From an optimization exercise on the open Yosys and OpenROAD flow, aimed at a short achievable clock period and few clock cycles; shortcuts taken in it are not production practice. At most, simulation tests tie the RTL to the original design; equivalence was not proved.

==> pepper: inputs <==
==> flow/design.v (excerpt) <==
module mipsCore (
	input logic Clk,
	input logic rstN,
	output logic instCyc,
	output logic instStb,
	output logic [31:0] instAdr,
	input logic [31:0] instDatIn,
	input logic instAck,
	output logic dataCyc,
	output logic dataStb,
	output logic dataWe,
	output logic [31:0] dataAdr,
	output logic [31:0] dataWrDat,
	input logic [31:0] dataRdDat,
	input logic dataAck
);
make LEC_CHECK=0 ABC_CLOCK_PERIOD_IN_PS=1500 CAP_MARGIN=20 CORE_MARGIN=2 CORE_UTILIZATION=35 SETUP_SLACK_MARGIN=4.0 SLEW_MARGIN=20 TNS_END_PERCENT=20 finish   # period 7.0 ns
run.sh (not shown) runs the stock make flow with config.mk's settings and CLKGATE_MAP_FILE= SYNTH_SCRIPT=/design/flow/synth_recipe.tcl, a recipe that flattens the netlist after the stock synthesis.
==> maple: changes against pepper <==
--- a/flow/design.v
+++ b/flow/design.v
@@ -124,23 +124,22 @@
 	output logic [31:0] dataAdr,
 	output logic [31:0] dataWrDat,
 	input logic [31:0] dataRdDat,
 	input logic dataAck
 );
 	localparam int CSIZE = 64;      
-	localparam int LIMIT = 40;    
-	localparam int IB = 6;
+	localparam int LIMIT = 32;    
+	localparam int IB = $clog2(CSIZE);
 	localparam int TW = 12 - IB;               
 	logic [11:0] pc;
 	logic fHitQ;
 	logic exV, exStall, exRedir, idStall, idFire;
 	logic [11:0] fptr;
 	logic [11:0] instW;
 	logic fillV;
 	logic [11:0] fillWa;   
-	logic [CSIZE-1:0] fillOh;  
 	logic [31:0] fillIns;
 	logic [31:0] cIns [CSIZE];
 	logic [11:0] cTgt [CSIZE];
 	localparam int CTLW = 25;            
 	logic [CTLW-1:0] cCtl [CSIZE];
 	logic [TW-1:0] cTag [CSIZE];
@@ -162,56 +161,36 @@
 	logic cHit, fHit, hit;
 	logic [31:0] hIns;
 	corePkg::ctlT hCtl;
 	logic hPred;
 	logic [11:0] hTgt;
 	logic [11:0] pc1;
-	logic [11:0] idTgt, tgt1;
-	logic xaHit, xaPred;
-	corePkg::decT xaDec;
-	logic [11:0] xaTgt, xaAddr, xaNext;
+	logic [11:0] exAlt, alt1;
 	assign pTag = pc[11:IB];
 	localparam int NLO = 8;
 	localparam int NHI = CSIZE / NLO;
 	localparam int EW = 32 + CTLW + 1 + 12;
 	logic [CSIZE-1:0] pMatch, aMatch;
-	logic [NLO-1:0] pLo, aLo, pLoB;
-	logic [NHI-1:0] pHi, aHi, pHiB;
+	logic [NLO-1:0] pLo, aLo;
+	logic [NHI-1:0] pHi, aHi;
 	logic [EW-1:0] pRd, aRd;
 	logic pRdM, aRdM;
-	logic [EW-1:0] pGrp [NHI];
-	logic [EW-1:0] aGrp [NHI];
-	logic [NHI-1:0] pGrpM, aGrpM;
 	always_comb begin
-		for (int i = 0; i < CSIZE; i++) begin
-			pMatch[i] = cValid[i] && (cTag[i] == pTag);
-			aMatch[i] = cValid[i] && (cTag[i] == idTgt[11:IB]);
-		end
-		for (int j = 0; j < NHI; j++) begin
-			pGrp[j] = '0;
-			aGrp[j] = '0;
-			pGrpM[j] = 1'b0;
-			aGrpM[j] = 1'b0;
-			for (int l = 0; l < NLO; l++) begin
-				pGrp[j] = pGrp[j] | ({EW{!pLoB[l]}} &
-					{cIns[j*NLO+l], cCtl[j*NLO+l], cPred[j*NLO+l], cTgt[j*NLO+l]});
-				aGrp[j] = aGrp[j] | ({EW{aLo[l]}} &
-					{cIns[j*NLO+l], cCtl[j*NLO+l], cPred[j*NLO+l], cTgt[j*NLO+l]});
-				pGrpM[j] = pGrpM[j] | (pLo[l] & pMatch[j*NLO+l]);
-				aGrpM[j] = aGrpM[j] | (aLo[l] & aMatch[j*NLO+l]);
-			end
-		end
 		pRd = '0;
 		aRd = '0;
 		pRdM = 1'b0;
 		aRdM = 1'b0;
-		for (int j = 0; j < NHI; j++) begin
-			pRd = pRd | ({EW{!pHiB[j]}} & pGrp[j]);
-			aRd = aRd | ({EW{aHi[j]}} & aGrp[j]);
-			pRdM = pRdM | (pHi[j] & pGrpM[j]);
-			aRdM = aRdM | (aHi[j] & aGrpM[j]);
+		for (int i = 0; i < CSIZE; i++) begin
+			pMatch[i] = cValid[i] && (cTag[i] == pTag);
+			aMatch[i] = cValid[i] && (cTag[i] == exAlt[11:IB]);
+			pRd = pRd | ({EW{pHi[i / NLO] & pLo[i % NLO]}} &
+				{cIns[i], cCtl[i], cPred[i], cTgt[i]});
+			aRd = aRd | ({EW{aHi[i / NLO] & aLo[i % NLO]}} &
+				{cIns[i], cCtl[i], cPred[i], cTgt[i]});
+			pRdM = pRdM | (pHi[i / NLO] & pLo[i % NLO] & pMatch[i]);
+			aRdM = aRdM | (aHi[i / NLO] & aLo[i % NLO] & aMatch[i]);
 		end
 	end
 	function automatic logic [NLO-1:0] ohLo(input logic [11:0] w);
 		ohLo = NLO'(1) << w[2:0];
 	endfunction
 	function automatic logic [NHI-1:0] ohHi(input logic [11:0] w);
@@ -226,19 +205,19 @@
 	assign hTgt = fHit ? fTgt : pRd[11:0];
 	assign pc1 = pc + 12'd1;
 	logic aHit, aFHit, aPred;
 	logic [31:0] aIns;
 	corePkg::ctlT aCtl;
 	logic [11:0] aTgt;
-	assign aFHit = fillV && (fillWa == idTgt);
+	assign aFHit = fillV && (fillWa == exAlt);
 	assign aHit = aFHit || aRdM;
 	assign aIns = aFHit ? fillIns : aRd[EW-1 -: 32];
 	assign aCtl = aFHit ? fCtl : aRd[12+1 +: CTLW];
 	assign aPred = aFHit ? fPred : aRd[12];
 	assign aTgt = aFHit ? fTgt : aRd[11:0];
-	assign tgt1 = idTgt + 12'd1;
+	assign alt1 = exAlt + 12'd1;
 	logic busFreeI, inFlight, miss, okReq;
 	logic [11:0] fDist;
 	assign busFreeI = !instCyc || instAck;
 	assign inFlight = instCyc && (instW == pc);
 	assign miss = !hit && !inFlight && !(fillV && fillWa == pc);
 	assign fDist = fptr - pc;
@@ -261,33 +240,29 @@
 				if (instAck)
 					instCyc <= 1'b0;
 				if (miss)
 					fptr <= pc;
 			end
 			fillV <= instCyc && instAck;
-			fHitQ <= instCyc && instAck && !exRedir && !takeRedir &&
-				((idStall || !hit) ? (instW == pc) : (instW == pc1));
-			for (int i = 0; i < CSIZE; i++)
-				if (fillV && fillOh[i])
-					cValid[i] <= 1'b1;
+			fHitQ <= instCyc && instAck && !exRedir &&
+				((idStall || !hit) ? (instW == pc) : (hPred ? (instW == hTgt) : (instW == pc1)));
+			if (fillV)
+				cValid[fillWa[IB-1:0]] <= 1'b1;
 		end
 	end
 	always_ff @(posedge Clk) begin
 		if (instCyc && instAck) begin
 			fillWa <= instW;
-			fillOh <= CSIZE'(1) << instW[IB-1:0];
 			fillIns <= instDatIn;
 		end
-		for (int i = 0; i < CSIZE; i++) begin
-			if (fillV && fillOh[i]) begin
-				cIns[i] <= fillIns;
-				cTgt[i] <= fTgt;
-				cTag[i] <= fillWa[11:IB];
-				cPred[i] <= fPred;
-				cCtl[i] <= fCtl;
-			end
+		if (fillV) begin
+			cIns[fillWa[IB-1:0]] <= fillIns;
+			cTgt[fillWa[IB-1:0]] <= fTgt;
+			cTag[fillWa[IB-1:0]] <= fillWa[11:IB];
+			cPred[fillWa[IB-1:0]] <= fPred;
+			cCtl[fillWa[IB-1:0]] <= fCtl;
 		end
 	end
 	function automatic corePkg::ctlT predecode(input logic [31:0] w);
 		corePkg::ctlT d;
 		logic [5:0] o, f;
 		logic [4:0] dst;
@@ -349,20 +324,19 @@
 		d.imm = c.iLui ? {w[15:0], 16'd0} : c.iZ ? {16'd0, w[15:0]} : {{16{w[15]}}, w[15:0]};
 		decode = d;
 	endfunction
 	logic idV;
 	corePkg::decT id, hDec, aDec;
 	logic idPred;
-	logic [31:0] idOhA, idOhT;
+	logic [11:0] idAlt;
 	logic [31:0] regs [32];
 	logic ldDone;
 	logic [4:0] busDst;
 	logic busLdW;
 	logic wbV;
 	logic [4:0] wbDst;
-	logic [31:0] wbOh, busOh;    
 	logic [31:0] lastRes;
 	logic [31:0] res;
 	logic [4:0] exDst;
 	logic exWr, exLdW;
 	logic skV, skLdW;
 	logic [4:0] skDst;
@@ -377,106 +351,52 @@
 	assign hzSk = skV && skLdW && hzOn(id, skDst);
 	assign hzBus = dataCyc && busLdW && hzOn(id, busDst);
 	assign hazard = hzEx || hzSk || (hzBus && !dataAck);
 	assign idStall = idV && (hazard || exStall);
 	assign idFire = idV && !idStall && !exRedir;
 	logic [31:0] rAVal, rtVal;
-	logic [31:0] rfA, rfT;
-	always_comb begin
-		rfA = 32'd0;
-		rfT = 32'd0;
-		for (int i = 1; i < 32; i++) begin
-			rfA = rfA | ({32{idOhA[i]}} & regs[i]);
-			rfT = rfT | ({32{idOhT[i]}} & regs[i]);
-		end
-	end
-	assign rAVal = (ldDone && busDst == id.srcA && id.srcA != 5'd0) ? dataRdDat :
-		(wbV && wbDst == id.srcA) ? lastRes : rfA;
-	assign rtVal = (ldDone && busDst == id.rt && id.rt != 5'd0) ? dataRdDat :
-		(wbV && wbDst == id.rt) ? lastRes : rfT;
+	assign rAVal = (id.srcA == 5'd0) ? 32'd0 :
+		(ldDone && busDst == id.srcA) ? dataRdDat :
+		(wbV && wbDst == id.srcA) ? lastRes : regs[id.srcA];
+	assign rtVal = (id.rt == 5'd0) ? 32'd0 :
+		(ldDone && busDst == id.rt) ? dataRdDat :
+		(wbV && wbDst == id.rt) ? lastRes : regs[id.rt];
 	logic [31:0] bVal;
 	assign bVal = id.c.bRt ? rtVal : id.imm;
 	logic fwdA, fwdB, fwdSt;
 	assign fwdA = exV && exWr && (exDst == id.srcA);
 	assign fwdB = exV && exWr && id.c.bRt && (exDst == id.rt);
 	assign fwdSt = exV && exWr && (exDst == id.rt);
-	logic exAddI;
-	logic [31:0] exNegImm;
-	logic fuse, zeroNew, earlyTaken, idTaken, takeRedir;
-	assign fuse = exV && exAddI && (exDst == id.srcA) && id.c.br && (id.rt == 5'd0);
-	assign zeroNew = (exA == exNegImm);
-	assign earlyTaken = id.c.bne ? !zeroNew : zeroNew;
-	assign idTaken = fuse ? earlyTaken : idPred;
-	assign takeRedir = idFire && idTaken;
-	function automatic logic [NLO-1:0] rotLo(input logic [NLO-1:0] lo);
-		rotLo = {lo[NLO-2:0], lo[NLO-1]};
-	endfunction
-	function automatic logic [NHI-1:0] rotHi(input logic [NLO-1:0] lo, input logic [NHI-1:0] hi);
-		rotHi = lo[NLO-1] ? {hi[NHI-2:0], hi[NHI-1]} : hi;
-	endfunction
-	logic advance;
-	assign advance = !idStall && hit;
 	logic [11:0] pcN;
-	logic [NLO-1:0] pLoN;
-	logic [NHI-1:0] pHiN;
-	assign pcN = exRedir ? (xaHit ? xaNext : xaAddr) :
-		takeRedir ? (aHit ? tgt1 : idTgt) :
-		advance ? pc1 : pc;
-	assign pLoN = exRedir ? ohLo(xaHit ? xaNext : xaAddr) :
-		takeRedir ? (aHit ? rotLo(aLo) : aLo) :
-		advance ? rotLo(pLo) : pLo;
-	assign pHiN = exRedir ? ohHi(xaHit ? xaNext : xaAddr) :
-		takeRedir ? (aHit ? rotHi(aLo, aHi) : aHi) :
-		advance ? rotHi(pLo, pHi) : pHi;
+	assign pcN = exRedir ? (aHit ? (aPred ? aTgt : alt1) : exAlt) :
+		(!idStall && hit) ? (hPred ? hTgt : pc1) : pc;
 	always_ff @(posedge Clk or negedge rstN) begin
 		if (!rstN) begin
 			pc <= 12'd0;
 			pLo <= ohLo(12'd0);
 			pHi <= ohHi(12'd0);
-			pLoB <= ~ohLo(12'd0);
-			pHiB <= ~ohHi(12'd0);
 			idV <= 1'b0;
 		end else begin
 			pc <= pcN;
-			pLo <= pLoN;
-			pHi <= pHiN;
-			pLoB <= ~pLoN;
-			pHiB <= ~pHiN;
+			pLo <= ohLo(pcN);
+			pHi <= ohHi(pcN);
 			if (exRedir)
-				idV <= xaHit;
-			else if (takeRedir)
 				idV <= aHit;
 			else if (!idStall)
 				idV <= hit;
 		end
 	end
 	always_ff @(posedge Clk) begin
 		if (exRedir) begin
-			id <= xaDec;
-			idOhA <= 32'd1 << xaDec.srcA;
-			idOhT <= 32'd1 << xaDec.rt;
-			idPred <= xaPred;
-			idTgt <= xaTgt;
-			aLo <= ohLo(xaTgt);
-			aHi <= ohHi(xaTgt);
-		end else if (takeRedir) begin
 			id <= aDec;
-			idOhA <= 32'd1 << aDec.srcA;
-			idOhT <= 32'd1 << aDec.rt;
 			idPred <= aPred;
-			idTgt <= aTgt;
-			aLo <= ohLo(aTgt);
-			aHi <= ohHi(aTgt);
+			idAlt <= aPred ? alt1 : aTgt;
 		end else if (!idStall) begin
 			id <= hDec;
-			idOhA <= 32'd1 << hDec.srcA;
-			idOhT <= 32'd1 << hDec.rt;
 			idPred <= hPred;
-			idTgt <= hTgt;
-			aLo <= ohLo(hTgt);
-			aHi <= ohHi(hTgt);
+			idAlt <= hPred ? pc1 : hTgt;
 		end
 	end
 	logic [31:0] exA, exB, exBx, exSt;
 	logic [4:0] exSh;
 	logic exLoad, exStore, exBr, exBne, exPred;
 	logic exAdd, exSub, exSlt, exSltu, exAnd, exOr, exXor, exNor, exSll, exSrl, exSra;
@@ -497,21 +417,16 @@
 			exWr <= id.c.wr;
 			exLdW <= id.c.ldW;
 			exLoad <= id.c.load;
 			exStore <= id.c.store;
 			exBr <= id.c.br;
 			exBne <= id.c.bne;
-			exPred <= idTaken;
-			exAddI <= id.c.add && !id.c.bRt && id.c.wr;
-			exNegImm <= 32'd0 - id.imm;
-			xaHit <= idTaken ? hit : aHit;
-			xaDec <= idTaken ? hDec : aDec;
-			xaPred <= idTaken ? hPred : aPred;
-			xaTgt <= idTaken ? hTgt : aTgt;
-			xaAddr <= idTaken ? pc : idTgt;
-			xaNext <= idTaken ? pc1 : tgt1;
+			exPred <= idPred;
+			exAlt <= idAlt;
+			aLo <= ohLo(idAlt);
+			aHi <= ohHi(idAlt);
 			exAdd <= id.c.add; exSub <= id.c.sub; exSlt <= id.c.slt; exSltu <= id.c.sltu;
 			exAnd <= id.c.andOp; exOr <= id.c.orOp; exXor <= id.c.xorOp; exNor <= id.c.norOp;
 			exSll <= id.c.sll; exSrl <= id.c.srl; exSra <= id.c.sra;
 		end
 	end
 	logic [31:0] sum;
@@ -568,20 +483,18 @@
 			if (skV) begin
 				dataWe <= skWe;
 				dataAdr <= skAdr;
 				dataWrDat <= skDat;
 				busDst <= skDst;
 				busLdW <= skLdW;
-				busOh <= skLdW ? (32'd1 << skDst) : 32'd0;
 			end else begin
 				dataWe <= exStore;
 				dataAdr <= sum;
 				dataWrDat <= exSt;
 				busDst <= exDst;
 				busLdW <= exLdW;
-				busOh <= exLdW ? (32'd1 << exDst) : 32'd0;
 			end
 		end
 		if (!skV) begin
 			skWe <= exStore;
 			skAdr <= sum;
 			skDat <= exSt;
@@ -595,15 +508,14 @@
 		else
 			wbV <= exV && exWr;
 	end
 	always_ff @(posedge Clk) begin
 		lastRes <= res;
 		wbDst <= exDst;
-		wbOh <= (exV && exWr) ? (32'd1 << exDst) : 32'd0;
 		for (int i = 1; i < 32; i++) begin
-			if (wbOh[i])
+			if (wbV && wbDst == 5'(i))
 				regs[i] <= lastRes;
-			else if (ldDone && busOh[i])
+			else if (ldDone && busDst == 5'(i))
 				regs[i] <= dataRdDat;
 		end
 	end
 endmodule
==> flow/config.mk (replaced) <==
export PLATFORM = sky130hd
export DESIGN_NAME = mipsCore
export DESIGN_NICKNAME = mipsCore
export VERILOG_FILES = /design/flow/design.v
export SDC_FILE = /design/flow/constraint.sdc
export NUM_CORES = 4
export LEC_CHECK = 0
export ABC_CLOCK_PERIOD_IN_PS = 2500
export CAP_MARGIN = 20
export CORE_MARGIN = 2
export CORE_UTILIZATION = 55
export SETUP_SLACK_MARGIN = 4.5
export SLEW_MARGIN = 20
export TNS_END_PERCENT = 10
==> comparison <==
Area after synthesis: maple is lower than pepper (5.2%).
pepper finished with slew limit left. maple aborted during 5_1_grt with GRT-0232.
Between pepper and maple, the lower synthesized cell count is in maple (gap about 5%, measured against maple).
==> figures <==
Simple-gate portion of the synthesized area: pepper 5.76%; maple 6.29%
Run status: pepper finished with violations; maple stopped before the end
Failing step: pepper -; maple 5_1_grt
Violated checks: pepper slew limit; maple -
Netlist cell types: pepper 107; maple 112
Area after detailed placement: pepper 309000 um^2; maple 295000 um^2
Num rows: pepper 336; maple 261
Syn Std Cell Area: pepper 294000 um^2; maple 279000 um^2
XOR/XNOR Fraction of Synth Area: pepper 3.11%; maple 3.09%
FF+latch count, synth: pepper 6373; maple 6038
Worst slack at placement: pepper 1330 ps; maple 1600 ps
Number of warnings issued by yosys: pepper 9; maple 34
Instance count of the mapped netlist: pepper 20900; maple 19900
Overall die width: pepper 921 um; maple 716 um
FFs w/ async S/R, synth: pepper 2.20%; maple 2.05%
Part of the Yosys area used for sequential elements: pepper 64.3%; maple 64.4%
Clock Sinks: pepper 6373; maple 6038
Share of cell area taken by muxes after synthesis: pepper 5.46%; maple 5.33%
Post-CTS sizing: pepper 2170; maple 2612
Die Y-Extent: pepper 921 um; maple 716 um
Number of setup buffers added after CTS: pepper 734; maple 1568
Mean area per synthesized cell: pepper 14.0 um^2; maple 14.0 um^2
Initial Util: pepper 35.1%; maple 55.2%
Detailed placement HPWL: pepper 752000 um; maple 1060000 um
Adder and majority gate portion of the synthesized area: pepper 0.528%; maple 0.571%
Testbench counts of pepper, summed over its fixed seeds: cycles 15,944.
No functional check of the RTL was part of maple.

## static timing again, ports no longer ideal
The flow's constraints put no driver on any port. The routed layout listed below was extracted and timed again, unchanged, in two steps.
Step 1 sets driving cells, clkbuf_16 on the clock port and buf_2 on the other inputs (assumed; they add their load-dependent delay and slew).
Step 2 adds t to the input delays and takes it off the output delays; t is the mean of the earliest and latest rising clock arrival at the registers after step 1. Input paths then give back, and output paths get back, about the clock's delay inside the block.
Slacks: no drivers / after step 1 / after step 2; pairs: no drivers / after step 1.
run: pepper
shift t [ns]: 1.342
slack for setup (ns): 2.761 / 2.761 / 2.013
worst hold slack (ns): 0.202 / 0.122 / 0.364
worst data-port slew with drivers (ns): 0.45
pins driven straight from the clock port: 1
For pepper, drivers alone change the setup slack by 0.000 ns; drivers and shift together by -0.748 ns.
